Context: an optimization exercise on an open-source flow, tuned for a short achievable clock period and few clock cycles per item. The choices shown serve that exercise and are no tape-out recipe. Function was checked by simulation only, so behaviour that the tests miss may differ from the original.

== the reference run ==
==> flow/design.v <==
`default_nettype none
package spk_out_pkg;
    localparam int FLIT_W      = 59;
    localparam int TYPE_W      = 3;
    localparam int ROUTE_W     = 21;
    localparam int TYPE_MSB    = 58;
    localparam int ROUTE_MSB   = 55;
    localparam int ROUTE_LSB   = 35;
    localparam int NEURON_ID_W = 24;
    localparam int CONT_BIT = 0;
    localparam int DST_ADDR_W = 4;
    localparam int DST_DEPTH  = 16;
    localparam int FIFO_ADDR_W = 1;
    localparam int FIFO_DEPTH  = 2;
    localparam int CREDIT_MAX = 15;
    typedef logic [FLIT_W-1:0]      flit_t;
    typedef logic [TYPE_W-1:0]      flit_type_t;
    typedef logic [ROUTE_W-1:0]     route_t;
    typedef logic [NEURON_ID_W-1:0] neuron_id_t;
    typedef logic [DST_ADDR_W-1:0]  dst_addr_t;
    typedef logic [FIFO_ADDR_W-1:0] fifo_addr_t;
    localparam flit_type_t SPIKE    = 3'b000;
    localparam flit_type_t READ     = 3'b111;
endpackage
`default_nettype wire
`timescale 1ns/1ns
`default_nettype none
import spk_out_pkg::*;
module dst_ram (
    input  wire                    clk,
    input  wire                    rst_n,
    input  wire                    wr_en,
    input  spk_out_pkg::dst_addr_t wr_addr,
    input  spk_out_pkg::route_t    wr_data,
    input  spk_out_pkg::dst_addr_t rd_addr,
    output spk_out_pkg::route_t    rd_data,
    input  wire                    walk_step,
    input  wire                    walk_busy,
    output spk_out_pkg::route_t    route0,
    output logic                   route0_cont_nxt,    
    output spk_out_pkg::route_t    walk_route,
    output logic                   walk_cont_nxt       
);
    spk_out_pkg::route_t  mem  [0:DST_DEPTH-1];
    logic [DST_DEPTH-1:0] nx;          
    logic [DST_DEPTH-1:0] nx_nxt;
    logic [DST_DEPTH-1:0] nx_first;
    spk_out_pkg::route_t  after;
    spk_out_pkg::route_t  walk_nxt;
    logic [DST_DEPTH-1:0] last;        
    logic [DST_DEPTH-1:0] last_q;
    always_ff @(posedge clk) begin
        if (wr_en) begin
            mem[wr_addr] <= wr_data;
        end
    end
    always_ff @(posedge clk) begin
        rd_data <= mem[rd_addr];
    end
    always_comb begin
        for (int i = 0; i < DST_DEPTH; i++) begin
            last[i] = !mem[i][CONT_BIT];
            for (int j = 0; j < i; j++) begin
                if (!mem[j][CONT_BIT]) last[i] = 1'b0;
            end
        end
    end
    always_ff @(posedge clk) begin
        last_q <= last;
    end
    always_comb begin
        after = '0;
        for (int i = 0; i < DST_DEPTH; i++) begin
            after = after | (mem[i] & {ROUTE_W{nx[i]}});
        end
    end
    always_comb begin
        nx_nxt[0] = |(nx & last_q) || (nx[DST_DEPTH-1] && !last_q[DST_DEPTH-1]);
        for (int i = 1; i < DST_DEPTH; i++) begin
            nx_nxt[i] = nx[i-1] && !last_q[i-1];
        end
        nx_first    = '0;
        nx_first[0] = last_q[0] || last_q[1];
        nx_first[2] = !last_q[0] && !last_q[1];
    end
    assign walk_nxt = !walk_busy ? (last_q[0] ? mem[0] : mem[1]) :
                      walk_step  ? after : walk_route;
    always_ff @(posedge clk or negedge rst_n) begin
        if (!rst_n) begin
            nx         <= '0;
            walk_route <= '0;
        end else begin
            walk_route <= walk_nxt;
            if (!walk_busy) begin
                nx <= nx_first;
            end else if (walk_step) begin
                nx <= nx_nxt;
            end
        end
    end
    assign route0          = mem[0];
    assign route0_cont_nxt = (wr_en && wr_addr == '0) ? wr_data[CONT_BIT] : mem[0][CONT_BIT];
    assign walk_cont_nxt   = walk_nxt[CONT_BIT];
endmodule
`default_nettype wire
`timescale 1ns/1ns
`default_nettype none
import spk_out_pkg::*;
module data_fifo (
    input  wire                 clk,
    input  wire                 rst_n,
    input  wire                 wr_en,
    input  wire  [FLIT_W:0]     din,         
    input  wire                 pop_head,    
    input  wire                 pop_in,      
    output logic                head_v,
    output logic [FLIT_W:0]     head,
    output logic                full
);
    logic [FLIT_W:0]          mem [0:FIFO_DEPTH-1];
    logic [FIFO_DEPTH-1:0]    wr_sel;      
    logic [FIFO_DEPTH-1:0]    rd_sel;      
    logic [FIFO_ADDR_W:0]     count;       
    logic                     nonempty;    
    logic                     take;
    logic                     rd_adv;
    logic [FLIT_W:0]          rd_data;
    logic [FLIT_W:0]          head_nxt;
    logic                     head_v_nxt;
    logic [FIFO_ADDR_W:0]     count_nxt;
    assign take   = !head_v || pop_head;
    assign rd_adv = take && (nonempty || wr_en);
    always_comb begin
        rd_data = '0;
        for (int i = 0; i < FIFO_DEPTH; i++) begin
            rd_data = rd_data | (mem[i] & {(FLIT_W+1){rd_sel[i]}});
        end
    end
    assign head_nxt   = nonempty ? rd_data : din;
    assign head_v_nxt = head_v ? (nonempty || wr_en) : (wr_en && !pop_in);
    always_ff @(posedge clk) begin
        for (int i = 0; i < FIFO_DEPTH; i++) begin
            if (wr_en && wr_sel[i]) begin
                mem[i] <= din;
            end
        end
    end
    always_ff @(posedge clk) begin
        if (take) begin
            head <= head_nxt;
        end
    end
    always_comb begin
        count_nxt = count;
        if (wr_en && !take) begin
            count_nxt = count + 1'b1;
        end else if (!wr_en && take && nonempty) begin
            count_nxt = count - 1'b1;
        end
    end
    always_ff @(posedge clk or negedge rst_n) begin
        if (!rst_n) begin
            head_v    <= 1'b0;
            wr_sel    <= {{(FIFO_DEPTH-1){1'b0}}, 1'b1};
            rd_sel    <= {{(FIFO_DEPTH-1){1'b0}}, 1'b1};
            count     <= '0;
            nonempty  <= 1'b0;
            full      <= 1'b0;
        end else begin
            if (take) begin
                head_v    <= head_v_nxt;
            end
            if (wr_en) begin
                wr_sel <= {wr_sel[FIFO_DEPTH-2:0], wr_sel[FIFO_DEPTH-1]};
            end
            if (rd_adv) begin
                rd_sel <= {rd_sel[FIFO_DEPTH-2:0], rd_sel[FIFO_DEPTH-1]};
            end
            count    <= count_nxt;
            nonempty <= (count_nxt != '0);
            full     <= ({1'b0, count} + head_v + !full) > FIFO_DEPTH;
        end
    end
endmodule
`default_nettype wire
`timescale 1ns/1ns
`default_nettype none
import spk_out_pkg::*;
module spike_ingress (
    input  wire                     clk,
    input  wire                     rst_n,
    input  wire                     soma_fire,
    input  spk_out_pkg::neuron_id_t neuron_id,
    input  wire                     config_we,
    input  spk_out_pkg::flit_t      config_flit,
    output logic                    config_full,
    output logic                    push,
    output logic                    push_rd,
    output spk_out_pkg::flit_t      push_data,
    input  wire                     pop_head,
    input  wire                     pop_in,
    output logic                    head_v,
    output logic                    head_rd,
    output spk_out_pkg::flit_t      head
);
    assign push      = soma_fire || config_we;
    assign push_data = soma_fire ? {SPIKE, 21'b0, 11'b0, neuron_id} : config_flit;
    assign push_rd   = !soma_fire && (config_flit[TYPE_MSB:ROUTE_MSB+1] == READ);
    data_fifo i_data_fifo (
        .clk         (clk),
        .rst_n       (rst_n),
        .wr_en       (push),
        .din         ({push_rd, push_data}),
        .pop_head    (pop_head),
        .pop_in      (pop_in),
        .head_v      (head_v),
        .head        ({head_rd, head}),
        .full        (config_full)
    );
endmodule
`default_nettype wire
`timescale 1ns/1ns
`default_nettype none
import spk_out_pkg::*;
module flit_sender (
    input  wire                     clk,
    input  wire                     rst_n,
    input  wire                     push,
    input  wire                     push_rd,
    input  spk_out_pkg::flit_t      push_data,
    output logic                    pop_head,
    output logic                    pop_in,
    input  wire                     head_v,
    input  wire                     head_rd,
    input  spk_out_pkg::flit_t      head,
    input  wire                     credit_in,
    output logic                    flit_out_wr,
    output spk_out_pkg::flit_t      flit_out,
    input  wire                     dst_we,
    input  spk_out_pkg::dst_addr_t  dst_waddr,
    input  spk_out_pkg::route_t     dst_wdata,
    input  wire                     dst_re,
    input  spk_out_pkg::dst_addr_t  dst_raddr,
    output spk_out_pkg::route_t     dst_rdata
);
    logic                    credit_q;
    logic [CREDIT_MAX-1:0]   left;
    logic                    left0_nxt;
    logic                    dst_we_q;
    logic                    no_send;
    logic                    can_send;
    logic                    more;        
    logic                    out_rd;
    spk_out_pkg::flit_t      out_data;
    logic                    adv;
    logic                    last_copy;
    logic                    step;
    spk_out_pkg::route_t     walk_route;
    spk_out_pkg::route_t     route0;
    spk_out_pkg::route_t     copy_route;
    logic                    route0_cont_nxt;
    logic                    walk_cont_nxt;
    logic                    more_nxt;
    logic                    cont;        
    assign can_send  = !no_send;
    assign out_rd    = head_v ? head_rd : push_rd;
    assign out_data  = head_v ? head : push_data;
    assign copy_route = more ? walk_route : route0;
    assign adv       = can_send && (head_v || push);
    assign last_copy = out_rd || !cont;
    assign pop_head  = can_send && (head_rd || !cont);
    assign pop_in    = can_send && (push_rd || !cont);
    assign step      = can_send && more;
    assign more_nxt  = adv ? !last_copy : more;
    always_comb begin
        case ({adv, credit_q})
            2'b01:   left0_nxt = 1'b1;
            2'b10:   left0_nxt = left[1];
            default: left0_nxt = left[0];
        endcase
    end
    always_ff @(posedge clk or negedge rst_n) begin
        if (!rst_n) begin
            credit_q    <= 1'b0;
            left        <= '1;
            dst_we_q    <= 1'b0;
            no_send     <= 1'b0;
            flit_out_wr <= 1'b0;
            more        <= 1'b0;
            cont        <= 1'b0;
        end else begin
            credit_q    <= credit_in;
            dst_we_q    <= dst_we;
            no_send     <= !(left0_nxt || credit_in) || dst_we || dst_we_q;
            flit_out_wr <= adv;
            case ({adv, credit_q})
                2'b01:   left <= {left[CREDIT_MAX-2:0], 1'b1};
                2'b10:   left <= {1'b0, left[CREDIT_MAX-1:1]};
                default: left <= left;
            endcase
            more        <= more_nxt;
            cont        <= more_nxt ? walk_cont_nxt : route0_cont_nxt;
        end
    end
    always_ff @(posedge clk) begin
        flit_out[TYPE_MSB:ROUTE_MSB+1] <= out_data[TYPE_MSB:ROUTE_MSB+1];
        flit_out[ROUTE_LSB-1:0]        <= out_data[ROUTE_LSB-1:0];
        flit_out[ROUTE_MSB:ROUTE_LSB]  <= out_rd ? out_data[ROUTE_MSB:ROUTE_LSB] : copy_route;
    end
    dst_ram i_dst_ram (
        .clk        (clk),
        .rst_n      (rst_n),
        .wr_en      (dst_we),
        .wr_addr    (dst_waddr),
        .wr_data    (dst_wdata),
        .rd_addr    (dst_raddr),
        .rd_data    (dst_rdata),
        .walk_step  (step),
        .walk_busy  (more),
        .route0          (route0),
        .route0_cont_nxt (route0_cont_nxt),
        .walk_route      (walk_route),
        .walk_cont_nxt   (walk_cont_nxt)
    );
endmodule
`default_nettype wire
`timescale 1ns/1ns
`default_nettype none
import spk_out_pkg::*;
module spk_out (
    input  wire                     clk,
    input  wire                     rst_n,
    input  wire                     soma_fire,
    input  spk_out_pkg::neuron_id_t neuron_id,
    input  wire                     config_we,
    input  spk_out_pkg::flit_t      config_flit,
    output logic                    config_full,
    input  wire                     credit_in,
    output logic                    flit_out_wr,
    output spk_out_pkg::flit_t      flit_out,
    input  wire                     dst_we,
    input  spk_out_pkg::dst_addr_t  dst_waddr,
    input  spk_out_pkg::route_t     dst_wdata,
    input  wire                     dst_re,
    input  spk_out_pkg::dst_addr_t  dst_raddr,
    output spk_out_pkg::route_t     dst_rdata
);
    logic               push;
    logic               push_rd;
    spk_out_pkg::flit_t push_data;
    logic               pop_head;
    logic               pop_in;
    logic               head_v;
    logic               head_rd;
    spk_out_pkg::flit_t head;
    spike_ingress i_spike_ingress (
        .clk         (clk),
        .rst_n       (rst_n),
        .soma_fire   (soma_fire),
        .neuron_id   (neuron_id),
        .config_we   (config_we),
        .config_flit (config_flit),
        .config_full (config_full),
        .push        (push),
        .push_rd     (push_rd),
        .push_data   (push_data),
        .pop_head    (pop_head),
        .pop_in      (pop_in),
        .head_v      (head_v),
        .head_rd     (head_rd),
        .head        (head)
    );
    flit_sender i_flit_sender (
        .clk         (clk),
        .rst_n       (rst_n),
        .push        (push),
        .push_rd     (push_rd),
        .push_data   (push_data),
        .pop_head    (pop_head),
        .pop_in      (pop_in),
        .head_v      (head_v),
        .head_rd     (head_rd),
        .head        (head),
        .credit_in   (credit_in),
        .flit_out_wr (flit_out_wr),
        .flit_out    (flit_out),
        .dst_we      (dst_we),
        .dst_waddr   (dst_waddr),
        .dst_wdata   (dst_wdata),
        .dst_re      (dst_re),
        .dst_raddr   (dst_raddr),
        .dst_rdata   (dst_rdata)
    );
endmodule
`default_nettype wire
Settings: LEC_CHECK=0, ABC_CLOCK_PERIOD_IN_PS=1500, CAP_MARGIN=20, CORE_MARGIN=2, CORE_UTILIZATION=50, SETUP_SLACK_MARGIN=2.3, SLEW_MARGIN=20; clock period 4.0 ns.
run.sh (not shown) runs the stock make flow with config.mk's settings and CLKGATE_MAP_FILE= SYNTH_SCRIPT=/design/flow/synth_recipe.tcl, a recipe that flattens the netlist after the stock synthesis.
Testbench counts of the reference run, summed over its fixed seeds: cycles 4,111, flits 4,071.
Changes in the trial run relative to the reference run:
-- flow/design.v --
<<< the reference run, line 44
    spk_out_pkg::route_t  mem  [0:DST_DEPTH-1];
    logic [DST_DEPTH-1:0] nx;          
    logic [DST_DEPTH-1:0] nx_nxt;
    logic [DST_DEPTH-1:0] nx_first;
    spk_out_pkg::route_t  after;
    spk_out_pkg::route_t  walk_nxt;
    logic [DST_DEPTH-1:0] last;        
>>> the trial run, line 44
    spk_out_pkg::route_t  mem  [0:DST_DEPTH-1];
    logic [DST_DEPTH-1:0] nx;          
    logic [DST_DEPTH-1:0] nx_first;
    logic [DST_DEPTH-1:0] nx2;         
    logic [DST_DEPTH-1:0] nx2_nxt;
    logic [DST_DEPTH-1:0] nx2_first;
    spk_out_pkg::route_t  after;       
    spk_out_pkg::route_t  at_nx;
    spk_out_pkg::route_t  at_nx_d;
    spk_out_pkg::route_t  at_succ_d;
    spk_out_pkg::route_t  at_succ;
    spk_out_pkg::route_t  at_first;
    logic [1:0]           nx_set;
    spk_out_pkg::route_t  walk_nxt;
    logic [DST_DEPTH-1:0] last;        
<<< the reference run, line 70
    end
    always_comb begin
        after = '0;
        for (int i = 0; i < DST_DEPTH; i++) begin
            after = after | (mem[i] & {ROUTE_W{nx[i]}});
        end
    end
    always_comb begin
        nx_nxt[0] = |(nx & last_q) || (nx[DST_DEPTH-1] && !last_q[DST_DEPTH-1]);
        for (int i = 1; i < DST_DEPTH; i++) begin
            nx_nxt[i] = nx[i-1] && !last_q[i-1];
        end
        nx_first    = '0;
        nx_first[0] = last_q[0] || last_q[1];
        nx_first[2] = !last_q[0] && !last_q[1];
    end
    assign walk_nxt = !walk_busy ? (last_q[0] ? mem[0] : mem[1]) :
                      walk_step  ? after : walk_route;
>>> the trial run, line 78
    end
    always_comb begin
        nx2_nxt[0] = |(nx2 & last_q) || (nx2[DST_DEPTH-1] && !last_q[DST_DEPTH-1]);
        for (int i = 1; i < DST_DEPTH; i++) begin
            nx2_nxt[i] = nx2[i-1] && !last_q[i-1];
        end
        nx_first     = '0;
        nx_first[0]  = last_q[0] || last_q[1];
        nx_first[2]  = !last_q[0] && !last_q[1];
        nx2_first    = '0;
        nx2_first[0] = last_q[0] || (!last_q[1] && last_q[2]);
        nx2_first[1] = !last_q[0] && last_q[1];
        nx2_first[3] = !last_q[0] && !last_q[1] && !last_q[2];
    end
    always_comb begin
        at_nx_d   = '0;
        at_succ_d = '0;
        for (int i = 0; i < DST_DEPTH; i++) begin
            at_nx_d   = at_nx_d   | (mem[i] & {ROUTE_W{nx[i]}});
            at_succ_d = at_succ_d | (mem[i] & {ROUTE_W{nx2[i]}});
        end
    end
    always_ff @(posedge clk) begin
        at_nx    <= at_nx_d;
        at_succ  <= at_succ_d;
        at_first <= (last_q[0] || last_q[1]) ? mem[0] : mem[2];
        nx_set   <= !walk_busy ? 2'd2 : (walk_step ? 2'd1 : 2'd0);
    end
    assign after = (nx_set == 2'd2) ? at_first : (nx_set == 2'd1) ? at_succ : at_nx;
    assign walk_nxt = !walk_busy ? (last_q[0] ? mem[0] : mem[1]) :
                      walk_step  ? after : walk_route;
<<< the reference run, line 89
        if (!rst_n) begin
            nx         <= '0;
            walk_route <= '0;
        end else begin
            walk_route <= walk_nxt;
            if (!walk_busy) begin
                nx <= nx_first;
            end else if (walk_step) begin
                nx <= nx_nxt;
            end
        end
>>> the trial run, line 110
        if (!rst_n) begin
            nx         <= '0;
            nx2        <= '0;
            walk_route <= '0;
        end else begin
            walk_route <= walk_nxt;
            if (!walk_busy) begin
                nx  <= nx_first;
                nx2 <= nx2_first;
            end else if (walk_step) begin
                nx  <= nx2;
                nx2 <= nx2_nxt;
            end
        end
### Flow results
- Going from the reference run to the trial run, the met3 track demand over resource was found to have gone up by 1.6 points.
- As far as number of max-capacitance violations reported is concerned, the reference run and the trial run perform about the same.
- The trial run | status: complete | timing, DRC, antenna: pass
- multiplexers as the main combinational cell family by area after synthesis was reported by the reference run, and compound AO/OA/AOI/OAI gates by the trial run.
- On the trial run: fraction of area in multi-input gates is 3.6 points higher than what the reference run gave.
- In the tables for the reference run and the trial run, cell area after synthesis reads higher with the trial run.
- | total of fill cells in the finished design | the trial run vs the reference run | 1012 higher |
- Changes observed in the trial run relative to the reference run: global-route wire length before repair has increased; wire length on met2 has increased.
Testbench counts of the trial run, summed over its fixed seeds: cycles 4,111, flits 4,071.

[separate check: timing with driven ports]
The flow's constraints put no driver on any port. The routed layouts listed below were extracted and timed again, unchanged, in two steps. Step 1: set_driving_cell puts a clkbuf_16 on clk and a buf_2 on each other input, an assumption about the parent block. Step 2 adds t to the input delays and takes it off the output delays; t is the mean of the earliest and latest rising clock arrival at the registers after step 1. Input paths then give back, and output paths get back, about the clock's delay inside the block. a / b / c = ideal / step 1 / step 2; a / b = the first two.
run | shift t [ns] | slack for setup (ns) | worst setup path at the end | slew at the worst register clock pin (ns)
the reference run | 0.666 | 2.070 / 2.008 / 1.430 | input to register | 0.07 / 0.07
the trial run | 0.681 | 2.067 / 2.001 / 1.448 | input to register | 0.06 / 0.06
After both steps setup and hold are still met in every run listed. The setup slack of the reference run, which loses most, moves by -0.062 ns with the drivers and by -0.640 ns with both steps.
